This design comes from an exercise in tuning for small area on the open sky130 flow, not from production work.
In this exercise RTL edits were held to simulation tests only and were not proved equivalent to the original.
Power and IR drop assume default switching activity.

### design/flow/flow/run.sh
#!/bin/bash
# The standard layout (standard.sh), with two settings changed:
#  - ports are buffered with sky130_fd_sc_hd__buf_1, the smallest buffer,
#    instead of the cell buffer_ports picks by default;
#  - the clock tree uses clkbuf_4 buffers over clusters of up to 10 sinks,
#    without dummy loads.
# make's whole output goes to standard_make.log here; each ORFS step keeps
# its own log under orfs/logs.
set -euo pipefail
bash standard.sh \
  "BUFFER_PORTS_ARGS=-buffer_cell sky130_fd_sc_hd__buf_1" \
  "CTS_ARGS=-sink_clustering_enable -repair_clock_nets -dont_use_dummy_load -buf_list sky130_fd_sc_hd__clkbuf_4 -sink_clustering_size 10 -sink_clustering_max_diameter 50" \
  finish > standard_make.log 2>&1
### design/flow/standard.sh
#!/bin/bash
# synth_recipe.tcl (not shown) runs the flow's synth.tcl, then flattens the netlist and writes it again
# the make line also repeats each setting of config.mk as NAME=value (left out here)
make -C /OpenROAD-flow-scripts/flow DESIGN_CONFIG=/design/flow/config.mk WORK_HOME=/design/flow/orfs CLKGATE_MAP_FILE= SYNTH_SCRIPT=/design/flow/synth_recipe.tcl "${@:-finish}"
### design/flow/config.mk
export PLATFORM = sky130hd
export DESIGN_NAME = qsfp_ctrl_top
export DESIGN_NICKNAME = qsfp_ctrl_top
export VERILOG_FILES = /design/flow/design.v
export SDC_FILE = /design/flow/constraint.sdc
export NUM_CORES = 4
export LEC_CHECK = 0
export CAP_MARGIN = 20
export CORE_MARGIN = 2
export CORE_UTILIZATION = 40
export SLEW_MARGIN = 20
### design/flow/constraint.sdc
create_clock -name core_clock -period 10.0 [get_ports {clk}]
set_input_delay 2.0000 -clock core_clock [delete_from_list [all_inputs] [get_ports {clk}]]
set_output_delay 2.0000 -clock core_clock [all_outputs]
set_load 0.01 [all_outputs]
### design/flow/design.v
`default_nettype none
package qsfp_cfg_pkg;
   typedef logic [11:0] csr_addr_t;
   typedef logic [63:0] csr_data_t;
   typedef logic [7:0]  mod_byte_t;
   typedef logic [5:0]  byte_addr_t;
   typedef logic [2:0]  word_addr_t;
   typedef logic [15:0] i2c_cmd_t;
   localparam int SHADOW_BYTES = 64;
   localparam int SHADOW_WORDS = 8;
   localparam mod_byte_t QSFP_DEV_ADDR = 8'hA1;
endpackage
`default_nettype wire
`default_nettype none
package qsfp_csr_pkg;
   localparam logic [11:0] REG_ID      = 12'h000;
   localparam logic [11:0] REG_STATUS  = 12'h008;
   localparam logic [11:0] REG_CONFIG  = 12'h010;
   localparam logic [11:0] SHADOW_BASE = 12'h100;
   localparam logic [63:0] QSFP_FEATURE_ID = 64'h5153_4650_4354_0001;
   localparam int CFG_SOFTRST_MOD  = 0;
   localparam int CFG_SOFTRST_CTRL = 1;
   localparam int CFG_MODESEL      = 2;
   localparam int CFG_LPMODE       = 3;
   localparam int CFG_POLL_EN      = 4;
   localparam logic [63:0] CFG_RESET_VALUE = 64'h0;
   localparam int STS_MODPRSL   = 0;
   localparam int STS_INT_QSFP  = 1;
   localparam int STS_PAUSED    = 2;
   localparam int STS_CURR_ADDR = 8;
endpackage
`default_nettype wire
`timescale 1ns/1ps
`default_nettype none
module qsfp_poller (
   input  logic       clk,
   input  logic       rst_i,
   input  logic       poll_en_i,
   input  logic       rx_block_i,
   output logic       cmd_valid_o,
   output logic [15:0] cmd_data_o,
   input  logic       cmd_ready_i,
   input  logic       rx_valid_i,
   input  logic [7:0] rx_data_i,
   output logic       rx_ready_o,
   output logic       rx_take_o,
   output logic [5:0] wr_addr_o,
   output logic [7:0] wr_data_o,
   output logic       paused_o,
   output logic [5:0] curr_addr_o
);
   typedef enum logic [1:0] {
      IDLE,
      SEND_CMD,
      WAIT_BYTE
   } poll_state_t;
   poll_state_t state;
   logic        restart;     
   logic [5:0]  curr_addr;
   logic        rx_take;
   logic [7:0]  hold_data;
   logic [5:0]  hold_addr;
   assign rx_ready_o = (state == WAIT_BYTE) && !rx_block_i;
   assign rx_take    = rx_ready_o && rx_valid_i;
   assign rx_take_o  = rx_take;
   assign curr_addr = restart ? 6'd0 : hold_addr + 6'd1;
   always_ff @(posedge clk) begin
      if (rst_i) begin
         state   <= IDLE;
         restart <= 1'b1;
      end else begin
         case (state)
            IDLE:      if (poll_en_i) state <= SEND_CMD;
            SEND_CMD:  if (cmd_ready_i) state <= WAIT_BYTE;
            WAIT_BYTE: if (rx_take) state <= poll_en_i ? SEND_CMD : IDLE;
            default:   state <= IDLE;
         endcase
         if (rx_take)
            restart <= 1'b0;
      end
   end
   always_ff @(posedge clk) begin
      if (rx_take) begin
         hold_data <= rx_data_i;
         hold_addr <= curr_addr;
      end
   end
   assign cmd_valid_o = (state == SEND_CMD);
   assign cmd_data_o  = {qsfp_cfg_pkg::QSFP_DEV_ADDR, 2'b00, curr_addr};
   assign wr_addr_o   = hold_addr;
   assign wr_data_o   = hold_data;
   assign paused_o    = (state == IDLE) && !poll_en_i;
   assign curr_addr_o = curr_addr;
endmodule
`default_nettype wire
`timescale 1ns/1ps
`default_nettype none
module qsfp_shadow_ram (
   input  logic       clk,
   input  logic [5:0] wr_addr_i,
   input  logic [7:0] wr_data_i,
   input  logic       frz_req_i,
   input  logic [2:0] frz_word_i,
   input  logic       hold_i,
   output logic       frz_take_o,
   output logic [63:0] frz_data_o
);
   logic [511:0] ring;      
   logic [4:0]   phase;     
   logic         frz_q;     
   logic [2:0]   frz_w_q;
   logic         wr_hit;
   logic [15:0]  merged;
   logic         release_now;
   logic         frz_next;
   assign wr_hit = (phase == wr_addr_i[5:1]);
   always_comb begin
      merged = ring[15:0];
      if (wr_hit) begin
         if (wr_addr_i[0])
            merged[15:8] = wr_data_i;
         else
            merged[7:0] = wr_data_i;
      end
   end
   assign frz_take_o  = !frz_q && frz_req_i && (phase == {frz_word_i + 3'd1, 2'b00});
   assign release_now = frz_q && !hold_i && (phase == {frz_w_q + 3'd1, 2'b00});
   assign frz_next    = frz_take_o || (frz_q && !release_now);
   always_ff @(posedge clk) begin
      frz_q <= frz_next;
      if (frz_take_o)
         frz_w_q <= frz_word_i;
      if (frz_q && !release_now && phase == {frz_w_q, 2'b11} - 5'd4)
         phase <= {frz_w_q + 3'd1, 2'b00};
      else
         phase <= phase + 5'd1;
      ring[431:0]   <= ring[447:16];
      ring[447:432] <= frz_next ? merged : ring[463:448];
      if (!frz_next)
         ring[511:448] <= {merged, ring[511:464]};
   end
   assign frz_data_o = ring[511:448];
endmodule
`default_nettype wire
`timescale 1ns/1ps
`default_nettype none
module qsfp_csr_regs (
   input  logic       clk,
   input  logic       rst_i,
   input  logic       wr_en_i,
   input  logic [63:0] wr_data_i,
   output logic [63:0] cfg_o,
   output logic       modesel_o,
   output logic       lpmode_o,
   output logic       softreset_qsfpm_o,
   output logic       softreset_ctrl_o,
   output logic       poll_en_o
);
   logic [63:0] cfg_q;
   logic        cfg_clr_q;    
   always_ff @(posedge clk) begin
      if (rst_i)
         cfg_q[4:0] <= qsfp_csr_pkg::CFG_RESET_VALUE[4:0];
      else if (wr_en_i)
         cfg_q[4:0] <= wr_data_i[4:0];
   end
   always_ff @(posedge clk) begin
      if (wr_en_i)
         cfg_q[63:5] <= wr_data_i[63:5];
   end
   always_ff @(posedge clk) begin
      if (rst_i)
         cfg_clr_q <= 1'b1;
      else if (wr_en_i)
         cfg_clr_q <= 1'b0;
   end
   assign cfg_o             = {cfg_q[63:5] & {59{!cfg_clr_q}}, cfg_q[4:0]};
   assign softreset_qsfpm_o = cfg_q[qsfp_csr_pkg::CFG_SOFTRST_MOD];
   assign softreset_ctrl_o  = cfg_q[qsfp_csr_pkg::CFG_SOFTRST_CTRL];
   assign modesel_o         = cfg_q[qsfp_csr_pkg::CFG_MODESEL];
   assign lpmode_o          = cfg_q[qsfp_csr_pkg::CFG_LPMODE];
   assign poll_en_o         = cfg_q[qsfp_csr_pkg::CFG_POLL_EN];
endmodule
`default_nettype wire
`timescale 1ns/1ps
`default_nettype none
module qsfp_csr_decoder (
   input  logic       clk,
   input  logic       rst_i,
   input  logic       csr_req_valid_i,
   output logic       csr_req_ready_o,
   input  logic       csr_write_i,
   input  logic [11:0] csr_addr_i,
   output logic       csr_rsp_valid_o,
   input  logic       csr_rsp_ready_i,
   output logic [63:0] csr_rdata_o,
   output logic       cfg_wr_en_o,
   input  logic [63:0] cfg_i,
   input  logic       modprsl_i,
   input  logic       int_qsfp_i,
   input  logic       paused_i,
   input  logic [5:0] curr_addr_i,
   input  logic       rx_take_i,
   output logic       rx_block_o,
   output logic       frz_req_o,
   output logic [2:0] frz_word_o,
   output logic       hold_o,
   input  logic       frz_take_i,
   input  logic [63:0] frz_data_i
);
   logic        is_id;
   logic        is_sts;
   logic        is_cfg;
   logic        is_shadow;
   logic        req_take;
   logic        rd_take;
   logic        shadow_rd;
   logic        rsp_take;
   logic        rsp_valid_q;
   logic        shadow_wait_q;
   logic        frozen_q;      
   logic [5:0]  timer_q;
   logic [2:0]  word_q;       
   logic        sel_reg_q;    
   logic        sel_id;
   logic        sel_cfg;
   logic        sel_sts;
   logic [1:0]  pins_q;
   assign is_id     = (csr_addr_i[11:3] == qsfp_csr_pkg::REG_ID[11:3]);
   assign is_sts    = (csr_addr_i[11:3] == qsfp_csr_pkg::REG_STATUS[11:3]);
   assign is_cfg    = (csr_addr_i[11:3] == qsfp_csr_pkg::REG_CONFIG[11:3]);
   assign is_shadow = (csr_addr_i[11:6] == qsfp_csr_pkg::SHADOW_BASE[11:6]);
   assign csr_req_ready_o = !(rsp_valid_q || shadow_wait_q);
   assign req_take        = csr_req_valid_i && csr_req_ready_o;
   assign rd_take         = req_take && !csr_write_i;
   assign shadow_rd       = rd_take && is_shadow;
   assign rsp_take        = rsp_valid_q && csr_rsp_ready_i;
   assign cfg_wr_en_o     = req_take && csr_write_i && is_cfg;
   always_ff @(posedge clk) begin
      if (rx_take_i)
         timer_q <= 6'd63;
      else if (shadow_rd)
         timer_q <= 6'd61;
      else if (timer_q != 6'd0)
         timer_q <= timer_q - 6'd1;
   end
   assign rx_block_o = (timer_q != 6'd0) || shadow_wait_q || frozen_q ||
                       (rsp_valid_q && sel_sts);
   always_ff @(posedge clk) begin
      if (rst_i) begin
         rsp_valid_q   <= 1'b0;
         shadow_wait_q <= 1'b0;
      end else if (shadow_rd) begin
         shadow_wait_q <= 1'b1;
      end else if (req_take) begin
         rsp_valid_q <= 1'b1;
      end else if (shadow_wait_q) begin
         if (timer_q == 6'd0) begin
            shadow_wait_q <= 1'b0;
            rsp_valid_q   <= 1'b1;
         end
      end else if (rsp_take) begin
         rsp_valid_q <= 1'b0;
      end
   end
   assign frz_req_o  = shadow_wait_q && !frozen_q && (timer_q <= 6'd58);
   assign frz_word_o = word_q;
   assign hold_o     = frozen_q;
   always_ff @(posedge clk) begin
      if (rst_i)
         frozen_q <= 1'b0;
      else if (frz_take_i)
         frozen_q <= 1'b1;
      else if (rsp_take)
         frozen_q <= 1'b0;
   end
   always_ff @(posedge clk) begin
      if (req_take) begin
         sel_reg_q <= rd_take && (is_id || is_sts || is_cfg);
         word_q    <= csr_addr_i[5:3];
      end
      if (rd_take && is_sts)
         pins_q <= {int_qsfp_i, modprsl_i};
   end
   logic [63:0] sts_word;
   always_comb begin
      sts_word = '0;
      sts_word[qsfp_csr_pkg::STS_MODPRSL]       = pins_q[0];
      sts_word[qsfp_csr_pkg::STS_INT_QSFP]      = pins_q[1];
      sts_word[qsfp_csr_pkg::STS_PAUSED]        = paused_i;
      sts_word[qsfp_csr_pkg::STS_CURR_ADDR +: 6] = curr_addr_i;
   end
   assign sel_id  = sel_reg_q && (word_q[1:0] == qsfp_csr_pkg::REG_ID[4:3]);
   assign sel_sts = sel_reg_q && (word_q[1:0] == qsfp_csr_pkg::REG_STATUS[4:3]);
   assign sel_cfg = sel_reg_q && (word_q[1:0] == qsfp_csr_pkg::REG_CONFIG[4:3]);
   assign csr_rsp_valid_o = rsp_valid_q;
   assign csr_rdata_o     = (frz_data_i & {64{frozen_q}}) |
                            (sts_word & {64{sel_sts}}) |
                            (cfg_i & {64{sel_cfg}}) |
                            (qsfp_csr_pkg::QSFP_FEATURE_ID & {64{sel_id}});
endmodule
`default_nettype wire
`timescale 1ns/1ps
`default_nettype none
module qsfp_ctrl_top (
   input  logic      clk,
   input  logic      rst_i,
   input  logic      csr_req_valid_i,
   output logic      csr_req_ready_o,
   input  logic      csr_write_i,
   input  logic [11:0] csr_addr_i,
   input  logic [63:0] csr_wdata_i,
   output logic      csr_rsp_valid_o,
   input  logic      csr_rsp_ready_i,
   output logic [63:0] csr_rdata_o,
   output logic      cmd_valid_o,
   output logic [15:0]  cmd_data_o,
   input  logic      cmd_ready_i,
   input  logic      rx_valid_i,
   input  logic [7:0] rx_data_i,
   output logic      rx_ready_o,
   input  logic      modprsl_i,
   input  logic      int_qsfp_i,
   output logic      modesel_o,
   output logic      lpmode_o,
   output logic      softreset_qsfpm_o
);
   logic        ctrl_rst;
   logic        softreset_ctrl;
   logic        poll_en;
   logic        paused;
   logic [5:0]  curr_addr;
   logic        rx_take;
   logic        rx_block;
   logic [5:0]  sh_wr_addr;
   logic [7:0]  sh_wr_data;
   logic        sh_frz_req;
   logic [2:0]  sh_frz_word;
   logic        sh_hold;
   logic        sh_frz_take;
   logic [63:0] sh_frz_data;
   logic        cfg_wr_en;
   logic [63:0] cfg;
   assign ctrl_rst = rst_i || softreset_ctrl;
   qsfp_poller u_poller (
      .clk         (clk),
      .rst_i       (ctrl_rst),
      .poll_en_i   (poll_en),
      .rx_block_i  (rx_block),
      .cmd_valid_o (cmd_valid_o),
      .cmd_data_o  (cmd_data_o),
      .cmd_ready_i (cmd_ready_i),
      .rx_valid_i  (rx_valid_i),
      .rx_data_i   (rx_data_i),
      .rx_ready_o  (rx_ready_o),
      .rx_take_o   (rx_take),
      .wr_addr_o   (sh_wr_addr),
      .wr_data_o   (sh_wr_data),
      .paused_o    (paused),
      .curr_addr_o (curr_addr)
   );
   qsfp_shadow_ram u_shadow_ram (
      .clk         (clk),
      .wr_addr_i   (sh_wr_addr),
      .wr_data_i   (sh_wr_data),
      .frz_req_i   (sh_frz_req),
      .frz_word_i  (sh_frz_word),
      .hold_i      (sh_hold),
      .frz_take_o  (sh_frz_take),
      .frz_data_o  (sh_frz_data)
   );
   qsfp_csr_decoder u_decoder (
      .clk             (clk),
      .rst_i           (rst_i),
      .csr_req_valid_i (csr_req_valid_i),
      .csr_req_ready_o (csr_req_ready_o),
      .csr_write_i     (csr_write_i),
      .csr_addr_i      (csr_addr_i),
      .csr_rsp_valid_o (csr_rsp_valid_o),
      .csr_rsp_ready_i (csr_rsp_ready_i),
      .csr_rdata_o     (csr_rdata_o),
      .cfg_wr_en_o     (cfg_wr_en),
      .cfg_i           (cfg),
      .modprsl_i       (modprsl_i),
      .int_qsfp_i      (int_qsfp_i),
      .paused_i        (paused),
      .curr_addr_i     (curr_addr),
      .rx_take_i       (rx_take),
      .rx_block_o      (rx_block),
      .frz_req_o       (sh_frz_req),
      .frz_word_o      (sh_frz_word),
      .hold_o          (sh_hold),
      .frz_take_i      (sh_frz_take),
      .frz_data_i      (sh_frz_data)
   );
   qsfp_csr_regs u_regs (
      .clk               (clk),
      .rst_i             (rst_i),
      .wr_en_i           (cfg_wr_en),
      .wr_data_i         (csr_wdata_i),
      .cfg_o             (cfg),
      .modesel_o         (modesel_o),
      .lpmode_o          (lpmode_o),
      .softreset_qsfpm_o (softreset_qsfpm_o),
      .softreset_ctrl_o  (softreset_ctrl),
      .poll_en_o         (poll_en)
   );
endmodule
`default_nettype wire
==> impl_metrics.tcl, run 1 <==
set metrics [dict create \
    ys_async_sr_fraction_pct 0 \
    synth_cells 979 \
    first_iter_violations 485 \
    worstSetupStartpointType "register" \
    final_layout_size_suffix_gt1_share_pct 7.65 \
    tritoncts "done" \
    synthSimpleGateAreaFrac_pct 3.68 \
    max_freq_ghz 0.185 \
    gr-total-overflow 0 \
    core-area_sq_um 40000 \
    worst_path_required_time_ns 8.00 \
    drv.max_cap_violation_count 0 \
    main_combinational_cell_family_by_area_after_synthesis "compound AO/OA/AOI/OAI gates" \
    floorplan.die.width_um 206 \
    dpl.cell_count 1642 \
    timing.final.setup_violations 0 \
    grt_pass1_vias 7785 \
    maximum_net_fanout_on_the_critical_path 39 \
    cts_post_setup_buffers_inserted 0 \
    global_route_wire_length_before_repair_um 43700 \
    grt_antenna_before_repair 2 \
    setup_total_negative_slack_ns 0 \
    cp_data_arrival_time_ns 3.41 \
    cts-buffers-inserted 73 \
    synth.top_cells.by_area "sky130_fd_sc_hd__dfxtp_1 (58%), sky130_fd_sc_hd__edfxtp_1 (27%), sky130_fd_sc_hd__a22o_1 (2.0%)" \
    timing.final.crit_period_ns 5.41 \
    worst-path-buf-inv 3 \
    initial_core_util_pct 40.7 \
    seq_area_frac_synth_pct 84.9 \
    timing.setup.critical_path_class "reg2out" \
    worst-slew-pin-transition_ns 0.878 \
    detailedPlacementHpwl_um 19000 \
    pre_cts_ws_ns 5.31 \
    first_pass_iters 5 \
    worst_path_largest_cell_delay_ns 0.68 \
    final_min_period_over_clock_period_pct 54.1 \
    rsz_0062_raised_after_global_routing "false" \
    cts_buffer_depth 3 \
    cellPowerDensity_nw_per_um2 207 \
    synth.ff_latch_count 618 \
    yosysWarningCount 4 \
    worst_path_dominant_cell_family "simple AND/OR/NAND/NOR gates" \
    portBuffers 166 \
    drcViolationCount 0 \
    synth-edff-count 146 \
    wl_per_cell_um 16.7 \
    ys_top_cells_by_count "sky130_fd_sc_hd__dfxtp_1 (472), sky130_fd_sc_hd__edfxtp_1 (146), sky130_fd_sc_hd__a22o_1 (38)" \
    worst_slack_ns 4.59 \
    xor_xnor_cell_area_share_of_the_yosys_netlist_pct 1.47 \
    top_level_ports 180 \
    clock-skew-final_ns 0.0665 \
    finalNetCount 1297 \
    route.final.wire_length_um 28700 \
    cts_hold_repair.buffers 0 \
    final.fill_count 3587 \
    cts-resized-gates 0 \
    synthDominantCellAreaShare_pct 58.0 \
    syn2layout_area_growth_pct 10.5 \
    die_area_sq_um 42400 \
    route.vias.total 8037 \
    ys_dominant_reg_cell "sky130_fd_sc_hd__dfxtp_1" \
    synth.area.mux_share_pct 0.322 \
    slew_headroom_pct 41.5 \
    pin_count_of_the_biggest_net_entering_global_routing 68 \
    run_status "complete, no violations" \
    row_count 73 \
    synthMostInstantiatedCell "sky130_fd_sc_hd__dfxtp_1" \
    power_leakage_nw 6.84 \
    synth.lib_cells_used.distinct 53 \
    maximum_ir_drop_on_the_vdd_rail_uv 131 \
    layoutNonFillerInstCount 1719 \
    overall_fraction_of_global_route_tracks_in_use_pct 13.8 \
    cts.htree.levels 3 \
    area_leader_netlist "sky130_fd_sc_hd__dfxtp_1" \
    synthesis.area_sq_um 16300 \
    finalHoldViolations 0 \
    routabilityCongestion 0.841 \
    layout.area.seq_sq_um 13800 \
    detail-route-antenna-nets 0 \
    critPathCaptureType "primary output" \
    cts.reportedPaths.clkPinSlew_ns 0.10 \
    area_of_the_multi_input_gates_sq_um 2220 \
    synth_compound_gate_area_share_pct 6.92 \
    worst_path_max_delay_cell "sky130_fd_sc_hd__nor2b_4" \
    cts-root-buf "sky130_fd_sc_hd__clkbuf_4" \
    clock-sinks 618 \
    maxSlewViolCount 0 \
    synthesis.area_per_instance_sq_um 16.6 \
    post_drt_via_cell_ratio 4.68 \
    cells_along_the_critical_path "inv_1, ha_1, and2_0, nor2b_4, buf_4, a221o_1, buf_1" \
    clock_insertion_delay_worst_skew_ns 0.71 \
    synthAdderAreaFrac_pct 0.921 \
    hold_class "reg2reg" \
    chipHeight_um 206 \
]
[per-stage QoR]
stage          cell area [sq um]  utilization [%]  total power [W]  hold slack (ns)
2_1_floorplan              16300                -          0.00271            0.310
3_3_place_gp               17400             43.6          0.00274            0.311
6_report                   18000             45.0          0.00372            0.295
3_5_place_dp               17400             43.6          0.00275            0.312
4_1_cts                    18000             45.0          0.00378            0.284
5_1_grt                    18000             45.0          0.00390            0.306
[final cells by class]
| class | count | share of cell area, % |
|---|---|---|
| tap | 525 | 3.65 |
| multi-input combinational | 310 | 12.3 |
| clock buffer | 73 | 3.04 |
| sequential | 618 | 76.8 |
| inverter | 16 | 0.334 |
| timing repair buffer | 173 | 3.75 |
| antenna | 4 | 0.0556 |
[logic make-up (layout without fill, tap and decap cells)]
group,after synthesis,after routing
AO/OA/AOI/OAI,147,147
flip-flops,618,618
AND/OR/NAND/NOR,112,112
other,2,14
multiplexers,5,5
buffers and inverters,59,262
XOR/XNOR,24,24
adder cells (fa/ha/maj),12,12
[cells in the final DEF, fill, tap and decap left out, types with 3 or more instances in the layout]
| master | n |
|---|---|
| sky130_fd_sc_hd__dfxtp_1 | 471 |
| sky130_fd_sc_hd__buf_1 | 166 |
| sky130_fd_sc_hd__edfxtp_1 | 146 |
| sky130_fd_sc_hd__clkbuf_4 | 73 |
| sky130_fd_sc_hd__a22o_1 | 38 |
| sky130_fd_sc_hd__o21ai_0 | 29 |
| sky130_fd_sc_hd__nand2_1 | 28 |
| sky130_fd_sc_hd__nand3_1 | 27 |
| sky130_fd_sc_hd__a221o_1 | 24 |
| sky130_fd_sc_hd__xnor2_1 | 16 |
| sky130_fd_sc_hd__a211oi_1 | 16 |
| sky130_fd_sc_hd__a31oi_1 | 16 |
| sky130_fd_sc_hd__inv_1 | 15 |
| sky130_fd_sc_hd__ha_1 | 12 |
| sky130_fd_sc_hd__a21oi_1 | 11 |
| sky130_fd_sc_hd__nor2_1 | 10 |
| sky130_fd_sc_hd__conb_1 | 10 |
| sky130_fd_sc_hd__and2_1 | 9 |
| sky130_fd_sc_hd__nor3_1 | 7 |
| sky130_fd_sc_hd__buf_4 | 7 |
| sky130_fd_sc_hd__nor2b_1 | 6 |
| sky130_fd_sc_hd__xor2_1 | 6 |
| sky130_fd_sc_hd__diode_2 | 4 |
| sky130_fd_sc_hd__or3_1 | 4 |
| sky130_fd_sc_hd__nand2b_1 | 4 |
| sky130_fd_sc_hd__mux2i_1 | 3 |
| sky130_fd_sc_hd__nor3b_1 | 3 |
[report_power, final]
| part | total (W) | internal, W | switching, W |
|---|---|---|---|
| registers | 0.00258 | 0.00257 | 0.0000170 |
| clock network | 0.00103 | 0.000338 | 0.000696 |
| logic | 0.000105 | 0.0000445 | 0.0000602 |
| total | 0.00372 | 0.00295 | 0.000773 |
[registers in the layout (all words and copies together) (netlist names), 2 cells and up]
name / cells
u_decoder.timer_q: 6
u_shadow_ram.frz_w_q: 3
u_decoder.word_q: 3
u_decoder.pins_q: 2
u_poller.state: 2
u_poller.hold_data: 8
u_shadow_ram.phase: 5
u_regs.cfg_q: 64
u_shadow_ram.ring: 512
u_poller.hold_addr: 6
[per-layer routing]
metal / vias to the layer above / global-route usage (%) / routed length (um)
met5: - / 0 / 0
met4: 0 / 7.09 / 1040
met3: 67 / 3.61 / 1790
met2: 259 / 19.7 / 12300
met1: 3869 / 19.4 / 13600
li1: 3842 / - / -
[path summary, 6_finish.rpt]
check,startpoint,endpoint,slack [ns],depth (start not counted)
max reg2reg,u_decoder.frozen_q,u_shadow_ram.ring[510],6.62,7
max,u_decoder.word_q[0],csr_rdata_o[22],4.59,7
min,u_shadow_ram.ring[27],u_shadow_ram.ring[11],0.29,0
min reg2reg,u_shadow_ram.ring[27],u_shadow_ram.ring[11],0.29,0
==> inputs of run 2 (changes only) <==
--- a/design/flow/design.v
+++ b/design/flow/design.v
@@ -237,15 +237,15 @@
    assign rsp_take        = rsp_valid_q && csr_rsp_ready_i;
    assign cfg_wr_en_o     = req_take && csr_write_i && is_cfg;
    always_ff @(posedge clk) begin
-      if (rx_take_i)
-         timer_q <= 6'd63;
-      else if (shadow_rd)
+      if (shadow_rd)
          timer_q <= 6'd61;
+      else if (rx_take_i)
+         timer_q <= 6'd63;
       else if (timer_q != 6'd0)
          timer_q <= timer_q - 6'd1;
    end
    assign rx_block_o = (timer_q != 6'd0) || shadow_wait_q || frozen_q ||
-                       (rsp_valid_q && sel_sts);
+                       (rsp_valid_q && sel_sts) || (rd_take && (is_sts || is_shadow));
    always_ff @(posedge clk) begin
       if (rst_i) begin
          rsp_valid_q   <= 1'b0;
==> impl_metrics.tcl, run 2 <==
set metrics [dict create \
    run_status "complete, no violations" \
    synthesis.area_per_instance_sq_um 16.5 \
    switching_share_pct 20.8 \
    detailedPlacementHpwl_um 19100 \
    core-area_sq_um 40600 \
    max_freq_ghz 0.180 \
    drcViolationCount 0 \
    maxSlewViolCount 0 \
    tritoncts "done" \
    chipHeight_um 206 \
    largest_register "u_shadow_ram.ring" \
    cts-resized-gates 0 \
    top_level_ports 180 \
    layout_commonest_cell "sky130_fd_sc_hd__dfxtp_1" \
    setup.reg_to_reg.worst_slack_ns 6.86 \
    critPathCaptureType "primary output" \
    grt_antenna_before_repair 2 \
    cts_hold_repair.buffers 0 \
    ys_async_sr_fraction_pct 0 \
    cts_buffer_depth 3 \
    synth_cells 990 \
    global_route_wire_length_before_repair_um 44100 \
    flip_flop_count_of_the_largest_register_after_layout 512 \
    ys_dominant_reg_cell "sky130_fd_sc_hd__dfxtp_1" \
    biggestRegsByFlops "u_shadow_ram.ring: 512 flops, u_regs.cfg_q: 64 flops, u_poller.hold_data: 8 flops" \
    clock_insertion_delay_worst_skew_ns 0.73 \
    floorplan.die.width_um 206 \
    worst_path_required_time_ns 8.00 \
    setup_total_negative_slack_ns 0 \
    detail-route-antenna-nets 0 \
    power.internal_w 0.00295 \
    clock-sinks 618 \
    grt_pass1_vias 7829 \
    synthDominantCellAreaShare_pct 57.9 \
    min_path_cells 0 \
    worst-slew-pin-transition_ns 0.817 \
    area_leader_netlist "sky130_fd_sc_hd__dfxtp_1" \
    synth-edff-count 146 \
    overall_fraction_of_global_route_tracks_in_use_pct 13.9 \
    initial_core_util_pct 40.3 \
    synthSimpleGateAreaFrac_pct 3.58 \
    post_drt_via_cell_ratio 4.73 \
    cp_data_arrival_time_ns 3.56 \
    synth.top_cells.by_area "sky130_fd_sc_hd__dfxtp_1 (58%), sky130_fd_sc_hd__edfxtp_1 (27%), sky130_fd_sc_hd__a22o_1 (2.0%)" \
    reg2reg_to "u_shadow_ram.ring[481]" \
    timing.setup.critical_path_class "in2out" \
    route.final.wire_length_um 28800 \
    finish.utilization_pct 44.6 \
    final.fill_count 3681 \
    synthMostInstantiatedCell "sky130_fd_sc_hd__dfxtp_1" \
    drv.max_cap_violation_count 0 \
    worstSetupStartpointType "primary input" \
    synthAdderAreaFrac_pct 0.919 \
    yosysWarningCount 4 \
    seq_area_frac_synth_pct 84.7 \
    cts.htree.levels 3 \
    synthesis.area_sq_um 16300 \
    wl_per_cell_um 16.6 \
    cts-root-buf "sky130_fd_sc_hd__clkbuf_4" \
    cellPowerDensity_nw_per_um2 206 \
    final_layout_size_suffix_gt1_share_pct 7.92 \
    power_frac_clock_pct 27.7 \
    gr-total-overflow 0 \
    cts-buffers-inserted 73 \
    syn2layout_area_growth_pct 10.6 \
    pin_count_of_the_biggest_net_entering_global_routing 68 \
    main_combinational_cell_family_by_area_after_synthesis "compound AO/OA/AOI/OAI gates" \
    timing.final.setup_violations 0 \
    power.net_switching_w 0.000775 \
    finalNetCount 1307 \
    die_area_sq_um 42500 \
    depth_of_the_worst_register_to_register_path 8 \
    row_count 74 \
    cts.reportedPaths.clkPinSlew_ns 0.09 \
    maximum_ir_drop_on_the_vdd_rail_uv 109 \
    hold_class "reg2reg" \
    part_of_the_power_in_combinational_logic_pct 2.9 \
    final_min_period_over_clock_period_pct 55.6 \
    ys_top_cells_by_count "sky130_fd_sc_hd__dfxtp_1 (472), sky130_fd_sc_hd__edfxtp_1 (146), sky130_fd_sc_hd__a22o_1 (38)" \
    routabilityCongestion 0.859 \
    cts_post_setup_buffers_inserted 0 \
    synth.area.mux_share_pct 0.192 \
    seq_power_share_pct 69.4 \
    finalHoldViolations 0 \
    whs_endpoint "u_shadow_ram.ring[246]" \
    power_leakage_nw 6.87 \
    first_iter_violations 527 \
    synth.lib_cells_used.distinct 55 \
    layout.cells.most_common_list "sky130_fd_sc_hd__dfxtp_1 (471), sky130_fd_sc_hd__buf_1 (166), sky130_fd_sc_hd__edfxtp_1 (146), sky130_fd_sc_hd__clkbuf_4 (73), sky130_fd_sc_hd__a22o_1 (38)" \
    first_pass_iters 5 \
    hold_start "u_shadow_ram.ring[262]" \
    portBuffers 166 \
    clock-skew-final_ns 0.0636 \
    route.vias.total 8189 \
    rsz_0062_raised_after_global_routing "false" \
    timing.final.crit_period_ns 5.56 \
    synth.ff_latch_count 618 \
    synth_compound_gate_area_share_pct 7.34 \
    xor_xnor_cell_area_share_of_the_yosys_netlist_pct 1.48 \
    maximum_net_fanout_on_the_critical_path 9 \
    critical_register_to_register_path_startpoint "u_shadow_ram.frz_w_q[0]" \
    slew_headroom_pct 45.6 \
]
run 2: cell types whose count changed in the layout (fill, tap and decap cells not counted), moves of 2 or more:
cell,change
sky130_fd_sc_hd__a211oi_1,-16
sky130_fd_sc_hd__and3_1,+3
sky130_fd_sc_hd__inv_1,+2
sky130_fd_sc_hd__buf_4,+2
sky130_fd_sc_hd__and2_1,-3
sky130_fd_sc_hd__xor2_1,+2
sky130_fd_sc_hd__a311oi_1,+16
sky130_fd_sc_hd__nand3_1,+3
sky130_fd_sc_hd__diode_2,-3
sky130_fd_sc_hd__nand2b_1,-3
sky130_fd_sc_hd__nor3b_1,-2
run 2: worst max-delay path by stage:
stage | from | slack (ns) | to
2_1_floorplan | csr_addr_i[6] | 4.30 | u_regs.cfg_q[10]
3_5_place_dp | csr_addr_i[9] | 4.50 | rx_ready_o
4_1_cts | csr_addr_i[9] | 4.49 | rx_ready_o
6_report | csr_addr_i[9] | 4.44 | rx_ready_o
3_3_place_gp | csr_addr_i[9] | 4.56 | rx_ready_o
5_1_grt | csr_req_valid_i | 4.35 | rx_ready_o
run 2: power by group through the flow:
stage          clock, W  sequential, W  combinational (W)
2_1_floorplan         0        0.00264          0.0000739
3_3_place_gp          0        0.00264           0.000104
3_5_place_dp          0        0.00264           0.000109
4_1_cts         0.00109        0.00258           0.000109
5_1_grt         0.00119        0.00259           0.000121
6_report        0.00103        0.00258           0.000109
run 2: per-stage QoR:
step | worst slack (ns) | hold WS (ns) | instances | cell area, sq um | power [W]
3_5_place_dp | 4.50 | 0.312 | 1659 | 17500 | 0.00275
5_1_grt | 4.35 | 0.258 | 1733 | 18100 | 0.00390
4_1_cts | 4.49 | 0.262 | 1732 | 18100 | 0.00378
3_3_place_gp | 4.56 | 0.311 | 1659 | 17500 | 0.00274
2_1_floorplan | 4.30 | 0.310 | 998 | 16400 | 0.00271
6_report | 4.44 | 0.277 | 1733 | 18100 | 0.00372
run 2: cell type report:
| class | count | area [sq um] | area share, % |
|---|---|---|---|
| clock buffers | 73 | 548 | 3.03 |
| inverters | 18 | 67.6 | 0.374 |
| repair buffers | 175 | 691 | 3.82 |
| well taps | 532 | 666 | 3.68 |
| diodes | 1 | 2.50 | 0.0139 |
| multi-input cells | 316 | 2260 | 12.5 |
| flip-flops and latches | 618 | 13800 | 76.6 |
run 2: worst max-delay path: stages:
cell and delay (ns):
sky130_fd_sc_hd__buf_1 0.09, sky130_fd_sc_hd__nor4b_1 0.57, sky130_fd_sc_hd__nand2_1 0.39, sky130_fd_sc_hd__o31a_1 0.38, sky130_fd_sc_hd__buf_1 0.13
run 2: cell families after synthesis:
kind of cell | after synthesis
AO/OA/AOI/OAI | 151
XOR/XNOR | 26
adder cells (fa/ha/maj) | 12
buffers and inverters | 64
flip-flops | 618
multiplexers | 3
other | 2
AND/OR/NAND/NOR | 114
run 2: metal layers:
layer  wire length (um)  track usage [%]
met5                  0                0
met4                918             6.30
met3               1840             3.69
met2              12400             20.0
met1              13600             19.5
==> inputs of run 3 (changes only) <==
--- a/design/flow/design.v
+++ b/design/flow/design.v
@@ -244,8 +244,9 @@
       else if (timer_q != 6'd0)
          timer_q <= timer_q - 6'd1;
    end
-   assign rx_block_o = (timer_q != 6'd0) || shadow_wait_q || frozen_q ||
-                       (rsp_valid_q && sel_sts) || (rd_take && (is_sts || is_shadow));
+   assign rx_block_o = (timer_q != 6'd0) || shadow_wait_q ||
+                       ((frozen_q || (rsp_valid_q && sel_sts)) && !rsp_take) ||
+                       (rd_take && (is_sts || is_shadow));
    always_ff @(posedge clk) begin
       if (rst_i) begin
          rsp_valid_q   <= 1'b0;
==> impl_metrics.tcl, run 3 <==
set metrics [dict create \
    run_status "complete, no violations" \
    critPathCaptureType "primary output" \
    power_leakage_nw 6.90 \
    seq_area_frac_synth_pct 84.6 \
    cts_hold_repair.buffers 0 \
    post_drt_via_cell_ratio 4.65 \
    worst-path-buf-inv 2 \
    synthesis.area_per_instance_sq_um 16.5 \
    timing.final.crit_period_ns 5.50 \
    synth.ff_latch_count 618 \
    clock_insertion_delay_worst_skew_ns 0.70 \
    flip_flop_count_of_the_largest_register_after_layout 512 \
    synth-edff-count 146 \
    worst_path_dominant_cell_family "simple AND/OR/NAND/NOR gates" \
    cts.htree.levels 3 \
    detailedPlacementHpwl_um 18700 \
    yosysWarningCount 4 \
    cts.reportedPaths.clkPinSlew_ns 0.10 \
    ys_top_cells_by_count "sky130_fd_sc_hd__dfxtp_1 (472), sky130_fd_sc_hd__edfxtp_1 (146), sky130_fd_sc_hd__a22o_1 (38)" \
    clock-sinks 618 \
    first_pass_iters 5 \
    cts_buffer_depth 3 \
    biggestRegsByFlops "u_shadow_ram.ring: 512 flops, u_regs.cfg_q: 64 flops, u_poller.hold_data: 8 flops" \
    cp_data_arrival_time_ns 3.50 \
    worst-slew-pin-transition_ns 0.964 \
    tritoncts "done" \
    maximum_ir_drop_on_the_vdd_rail_uv 106 \
    final_min_period_over_clock_period_pct 55.0 \
    timing.final.setup_violations 0 \
    chipHeight_um 206 \
    area_leader_netlist "sky130_fd_sc_hd__dfxtp_1" \
    worst_path_required_time_ns 8.00 \
    timing.setup.critical_path_class "in2out" \
    synth.top_cells.by_area "sky130_fd_sc_hd__dfxtp_1 (58%), sky130_fd_sc_hd__edfxtp_1 (27%), sky130_fd_sc_hd__a22o_1 (2.0%)" \
    top_level_ports 180 \
    routabilityCongestion 0.817 \
    ys_async_sr_fraction_pct 0 \
    maximum_net_fanout_on_the_critical_path 5 \
    cts-root-buf "sky130_fd_sc_hd__clkbuf_4" \
    finalHoldViolations 0 \
    cts-resized-gates 0 \
    pin_count_of_the_biggest_net_entering_global_routing 69 \
    row_count 74 \
    cells_along_the_critical_path "buf_1, or4_1, or3_1, o2111a_1, buf_1" \
    worst_path_max_delay_cell "sky130_fd_sc_hd__or4_1" \
    maxSlewViolCount 0 \
    core-area_sq_um 40600 \
    synthDominantCellAreaShare_pct 57.8 \
    synth.lib_cells_used.distinct 57 \
    initial_core_util_pct 40.3 \
    cts_post_setup_buffers_inserted 0 \
    grt_antenna_before_repair 2 \
    syn2layout_area_growth_pct 10.6 \
    critical-path-top-cell-by-count "sky130_fd_sc_hd__buf_1" \
    cts-buffers-inserted 73 \
    drcViolationCount 0 \
    max_freq_ghz 0.182 \
    detail-route-antenna-nets 0 \
    slew_headroom_pct 34.8 \
    finalNetCount 1308 \
    route.final.wire_length_um 28200 \
    gr-total-overflow 0 \
    rsz_0062_raised_after_global_routing "false" \
    wl_per_cell_um 16.3 \
    synth_cells 989 \
    overall_fraction_of_global_route_tracks_in_use_pct 13.4 \
    synthesis.area_sq_um 16300 \
    portBuffers 166 \
    worst_path_largest_cell_delay_ns 0.58 \
    clock-skew-final_ns 0.0815 \
    finish.utilization_pct 44.6 \
    die_area_sq_um 42500 \
    largest_register "u_shadow_ram.ring" \
    hold_class "reg2reg" \
    layout.cells.most_common_list "sky130_fd_sc_hd__dfxtp_1 (471), sky130_fd_sc_hd__buf_1 (166), sky130_fd_sc_hd__edfxtp_1 (146), sky130_fd_sc_hd__clkbuf_4 (73), sky130_fd_sc_hd__a22o_1 (38)" \
    ys_dominant_reg_cell "sky130_fd_sc_hd__dfxtp_1" \
    synthMostInstantiatedCell "sky130_fd_sc_hd__dfxtp_1" \
    fin_area_sq_um 18100 \
    final_layout_size_suffix_gt1_share_pct 8.08 \
    floorplan.die.width_um 206 \
    global_route_wire_length_before_repair_um 43400 \
    drv.max_cap_violation_count 0 \
    route.vias.total 8078 \
    postPlaceCellArea_sq_um 17500 \
    setup_total_negative_slack_ns 0 \
    grt_pass1_vias 8017 \
    cellPowerDensity_nw_per_um2 206 \
    first_iter_violations 516 \
    layout_commonest_cell "sky130_fd_sc_hd__dfxtp_1" \
    worstSetupStartpointType "primary input" \
]
## run 3: stage by stage
step           setup slack (ns)  power, W  hold WS, ns  cells
6_report                   4.50   0.00373        0.276   1736
5_1_grt                    4.44   0.00390        0.279   1735
4_1_cts                    4.50   0.00379        0.277   1733
3_5_place_dp               4.50   0.00275        0.312   1660
3_3_place_gp               4.51   0.00274        0.310   1660
2_1_floorplan              3.79   0.00271        0.310    997
## run 3: worst register-to-register path: cells and delay by family (launching register included)
| kind | cells | cell delay [ns] |
|---|---|---|
| buf+inv | 4 | 1.00 |
| simple gates | 2 | 0.95 |
| flops | 1 | 0.32 |
| compound gates | 1 | 0.19 |
## run 3: layout make-up
cell class / count / area (sq um)
tap: 532 / 666
inverter: 20 / 75.1
sequential: 618 / 13800
fill: 3614 / 22500
clock buffer: 73 / 548
antenna: 3 / 7.51
multi-input combinational: 315 / 2250
timing repair buffer: 175 / 691
## run 3: path summary, 6_finish.rpt
check	startpoint	end	slack [ns]	cells past startpoint
min	u_shadow_ram.ring[135]	u_shadow_ram.ring[119]	0.28	0
max	csr_addr_i[7]	rx_ready_o	4.50	5
min reg2reg	u_shadow_ram.ring[135]	u_shadow_ram.ring[119]	0.28	0
max reg2reg	u_decoder.frozen_q	u_shadow_ram.ring[473]	7.14	7
## run 3: logic make-up after synthesis
kind of cell	count (synthesis)	share of synthesized area [%]
compound gates	152	7.10
xor+xnor	25	1.52
fa+ha+maj	12	0.919
buf+inv	64	1.88
flops	618	84.6
mux	4	0.260
other cells	2	0.0459
simple gates	112	3.64
## run 3: power breakdown
| group | leakage [nW] | total, W | switching [W] | internal [W] |
|---|---|---|---|---|
| clock | 0.336 | 0.00104 | 0.000702 | 0.000338 |
| sequential | 5.38 | 0.00258 | 0.0000191 | 0.00257 |
| combinational | 1.19 | 0.000107 | 0.0000576 | 0.0000495 |
## run 3: per-layer routing
| metal | part of all wire, % | up-vias | global-route usage [%] |
|---|---|---|---|
| li1 | - | 3882 | - |
| met1 | 48 | 3875 | 18.6 |
| met2 | 43 | 260 | 19.7 |
| met3 | 6.2 | 61 | 3.71 |
| met4 | 3.0 | 0 | 5.97 |
| met5 | 0 | - | 0 |
==> inputs of run 4 (changes only) <==
==> design/flow/flow/run.sh (replaced) <==
#!/bin/bash
# The standard layout (standard.sh), with three settings changed:
#  - ports are buffered with sky130_fd_sc_hd__buf_1, the smallest buffer,
#    instead of the cell buffer_ports picks by default;
#  - the clock tree uses clkbuf_4 buffers over clusters of up to 10 sinks,
#    without dummy loads;
#  - after global routing, repair_timing -recover_power 100 downsizes
#    gates that have slack to spare (RECOVER_POWER).
# make's whole output goes to standard_make.log here; each ORFS step keeps
# its own log under orfs/logs.
set -euo pipefail
bash standard.sh \
  "BUFFER_PORTS_ARGS=-buffer_cell sky130_fd_sc_hd__buf_1" \
  "CTS_ARGS=-sink_clustering_enable -repair_clock_nets -dont_use_dummy_load -buf_list sky130_fd_sc_hd__clkbuf_4 -sink_clustering_size 10 -sink_clustering_max_diameter 50" \
  "RECOVER_POWER=100" \
  finish > standard_make.log 2>&1
==> impl_metrics.tcl, run 4 <==
set metrics [dict create \
    max_freq_ghz 0.152 \
    switching_share_pct 20.9 \
    finish.utilization_pct 44.4 \
    portBuffers 166 \
    cellPowerDensity_nw_per_um2 207 \
    first_iter_violations 508 \
    syn2layout_area_growth_pct 10.3 \
    synth.lib_cells_used.distinct 57 \
    worst-path-buf-inv 4 \
    critPathCaptureType "register" \
    worst_path_required_time_ns 10.19 \
    postPlaceCellArea_sq_um 17500 \
    dpl.cell_count 1660 \
    synth.top_cells.by_area "sky130_fd_sc_hd__dfxtp_1 (58%), sky130_fd_sc_hd__edfxtp_1 (27%), sky130_fd_sc_hd__a22o_1 (2.0%)" \
    seq_power_share_pct 69.3 \
    ys_async_sr_fraction_pct 0 \
    maximum_net_fanout_on_the_critical_path 68 \
    worstSetupStartpointType "register" \
    finalHoldViolations 0 \
    maxSlewViolCount 192 \
    fin_area_sq_um 18000 \
    worst_path_dominant_cell_family "buffers and inverters" \
    grt_antenna_before_repair 2 \
    route.final.wire_length_um 28200 \
    post_drt_via_cell_ratio 4.64 \
    clock-sinks 618 \
    wl_per_cell_um 16.3 \
    cp_data_arrival_time_ns 6.76 \
    clock-skew-final_ns 0.0825 \
    cts-buffers-inserted 73 \
    worst-slew-pin-transition_ns 3.44 \
    timing.final.setup_violations 0 \
    top_level_ports 180 \
    cts-root-buf "sky130_fd_sc_hd__clkbuf_4" \
    drv.max_cap_violation_count 3 \
    cts.reportedPaths.clkPinSlew_ns 0.10 \
    maximum_ir_drop_on_the_vdd_rail_uv 106 \
    biggestRegsByFlops "u_shadow_ram.ring: 512 flops, u_regs.cfg_q: 64 flops, u_poller.hold_data: 8 flops" \
    power.net_switching_w 0.000778 \
    area_of_the_multi_input_gates_sq_um 2220 \
    final.fill_count 3620 \
    first_pass_iters 5 \
    rsz_0062_raised_after_global_routing "false" \
    detailedPlacementHpwl_um 18700 \
    power.internal_w 0.00295 \
    finalNetCount 1308 \
    worst_path_max_delay_cell "sky130_fd_sc_hd__clkbuf_1" \
    synth.ff_latch_count 618 \
    part_of_the_power_in_combinational_logic_pct 2.8 \
    ys_top_cells_by_count "sky130_fd_sc_hd__dfxtp_1 (472), sky130_fd_sc_hd__edfxtp_1 (146), sky130_fd_sc_hd__a22o_1 (38)" \
    power_frac_clock_pct 27.9 \
    layout.failed_checks "max-capacitance violations, max-slew violations" \
    routabilityCongestion 0.817 \
    layout_commonest_cell "sky130_fd_sc_hd__dfxtp_1" \
    die_area_sq_um 42500 \
    cts-resized-gates 0 \
    synthDominantCellAreaShare_pct 57.8 \
    initial_core_util_pct 40.3 \
    synth-edff-count 146 \
    hold_class "reg2reg" \
    overall_fraction_of_global_route_tracks_in_use_pct 13.4 \
    ys_dominant_reg_cell "sky130_fd_sc_hd__dfxtp_1" \
    synthesis.area_per_instance_sq_um 16.5 \
    route.vias.total 8057 \
    cts_post_setup_buffers_inserted 0 \
    global_route_wire_length_before_repair_um 43400 \
    worst_path_largest_cell_delay_ns 2.41 \
    final_min_period_over_clock_period_pct 65.6 \
    final_layout_size_suffix_gt1_share_pct 7.33 \
    detail-route-antenna-nets 0 \
    synth_cells 989 \
    cts_buffer_depth 3 \
    layout.area.seq_sq_um 13800 \
    area_leader_netlist "sky130_fd_sc_hd__dfxtp_1" \
    gr-total-overflow 0 \
    yosysWarningCount 4 \
    drcViolationCount 0 \
    timing.setup.critical_path_class "reg2reg" \
    core-area_sq_um 40600 \
    layout.cells.most_common_list "sky130_fd_sc_hd__dfxtp_1 (471), sky130_fd_sc_hd__buf_1 (165), sky130_fd_sc_hd__edfxtp_1 (146), sky130_fd_sc_hd__clkbuf_4 (73), sky130_fd_sc_hd__a22o_1 (38)" \
    layoutNonFillerInstCount 1736 \
    grt_pass1_vias 8017 \
    critical-path-top-cell-by-count "sky130_fd_sc_hd__clkbuf_1" \
    pin_count_of_the_biggest_net_entering_global_routing 69 \
    cts.htree.levels 3 \
    timing.final.crit_period_ns 6.56 \
    cells_along_the_critical_path "clkbuf_1, or4bb_1, nor4_1, clkbuf_1, a21o_1, clkinv_1, clkbuf_1" \
    run_status "failed layout checks" \
    synthMostInstantiatedCell "sky130_fd_sc_hd__dfxtp_1" \
    row_count 74 \
    flip_flop_count_of_the_largest_register_after_layout 512 \
    largest_register "u_shadow_ram.ring" \
    setup_total_negative_slack_ns 0 \
    slew_headroom_pct -129 \
    tritoncts "done" \
    floorplan.die.width_um 206 \
    chipHeight_um 206 \
    power_leakage_nw 6.88 \
    cts_hold_repair.buffers 0 \
    seq_area_frac_synth_pct 84.6 \
    synthesis.area_sq_um 16300 \
    clock_insertion_delay_worst_skew_ns 0.70 \
]
## run 4: cell types whose count changed in the layout (fill, tap and decap cells not counted), moves of 2 or more
| cell | previous run | this run |
|---|---|---|
| sky130_fd_sc_hd__o21ai_0 | 25 | 27 |
| sky130_fd_sc_hd__clkbuf_1 | 0 | 6 |
| sky130_fd_sc_hd__o21ai_1 | 2 | 0 |
| sky130_fd_sc_hd__buf_4 | 9 | 4 |
| sky130_fd_sc_hd__and2_1 | 5 | 3 |
| sky130_fd_sc_hd__and2_0 | 1 | 3 |
## run 4: final timing paths
kind / startpoint / endpoint / slack (ns) / cells after the start
max: u_decoder.frozen_q / u_shadow_ram.ring[473] / 3.44 / 7
min reg2reg: u_shadow_ram.ring[135] / u_shadow_ram.ring[119] / 0.28 / 0
min: u_shadow_ram.ring[135] / u_shadow_ram.ring[119] / 0.28 / 0
max reg2reg: u_decoder.frozen_q / u_shadow_ram.ring[473] / 3.44 / 7
## run 4: cells by family after synthesis
group | synth area share (%)
DFF | 84.6
AOI/OAI and AO/OA | 7.10
and+or+nand+nor | 3.64
buffers and inverters | 1.88
xor gates and xnor gates | 1.52
adders and majority gates | 0.919
muxes | 0.260
other | 0.0459
## run 4: power groups by stage
stage	Clock, W	Sequential [W]	Combinational [W]
3_3_place_gp	0	0.00264	0.000101
6_report	0.00104	0.00258	0.000105
3_5_place_dp	0	0.00264	0.000107
4_1_cts	0.00110	0.00258	0.000107
2_1_floorplan	0	0.00264	0.0000747
5_1_grt	0.00119	0.00259	0.000117
## run 4: layer usage
layer / part of all wire, % / vias up / track usage [%]
met5: 0 / - / 0
met3: 6.5 / 65 / 3.71
met4: 3.1 / 0 / 5.97
met1: 47 / 3846 / 18.6
met2: 43 / 263 / 19.7
li1: - / 3883 / -
## run 4: per-stage QoR
stage                     hold slack (ns)  total power [W]  setup WS (ns)
after global routing                0.279          0.00390           2.81
after detailed placement            0.312          0.00275           4.50
final                               0.279          0.00373           3.44
after floorplan                     0.310          0.00271           3.79
after CTS                           0.277          0.00379           4.50
after global placement              0.310          0.00274           4.51
## run 4: layout make-up
type | count | share of cell area [%]
timing repair buffer | 175 | 3.73
multi-input combinational | 315 | 12.3
sequential | 618 | 76.8
clock buffer | 73 | 3.04
inverter | 20 | 0.417
tap | 532 | 3.69
antenna | 3 | 0.0417
## run 4: worst register-to-register path: stages, from the launching register on
cell and delay, ns:
sky130_fd_sc_hd__dfxtp_2 0.32, sky130_fd_sc_hd__clkbuf_1 2.10, sky130_fd_sc_hd__or4bb_1 0.35, sky130_fd_sc_hd__nor4_1 0.10
sky130_fd_sc_hd__clkbuf_1 0.40, sky130_fd_sc_hd__a21o_1 0.33, sky130_fd_sc_hd__clkinv_1 0.04, sky130_fd_sc_hd__clkbuf_1 2.41

port drivers added, routing unchanged:
The flow's constraints put no driver on any port. The routed layouts listed below were extracted and timed again, unchanged, in two steps. Step 1 assumes that a clkbuf_16 drives the clock port and a buf_2 every other input. Step 2 also shifts input and output timing later by t, the mid clock arrival at the registers, as if the neighbouring blocks saw the same clock. a / b / c = ideal ports / drivers / drivers and shift; a / b = the first two.
run | t, ns | setup WS [ns] | worst setup path after step 2 | latest minus earliest clock arrival (ns) | slew at the worst register clock pin (ns)
run 1 | 0.724 | 4.587 / 4.541 / 5.266 | register to output | 0.067 / 0.067 | 0.11 / 0.11
run 2 | 0.727 | 4.435 / 4.414 / 4.414 | input to output | 0.087 / 0.088 | 0.11 / 0.11
run 3 | 0.706 | 4.498 / 4.478 / 4.478 | input to output | 0.087 / 0.088 | 0.11 / 0.11
run 4 | 0.713 | 3.437 / 3.437 / 3.437 | register to register | 0.099 / 0.099 | 0.11 / 0.11
The setup slack of run 2, which loses most, moves by -0.021 ns with the drivers and by -0.021 ns with both steps.
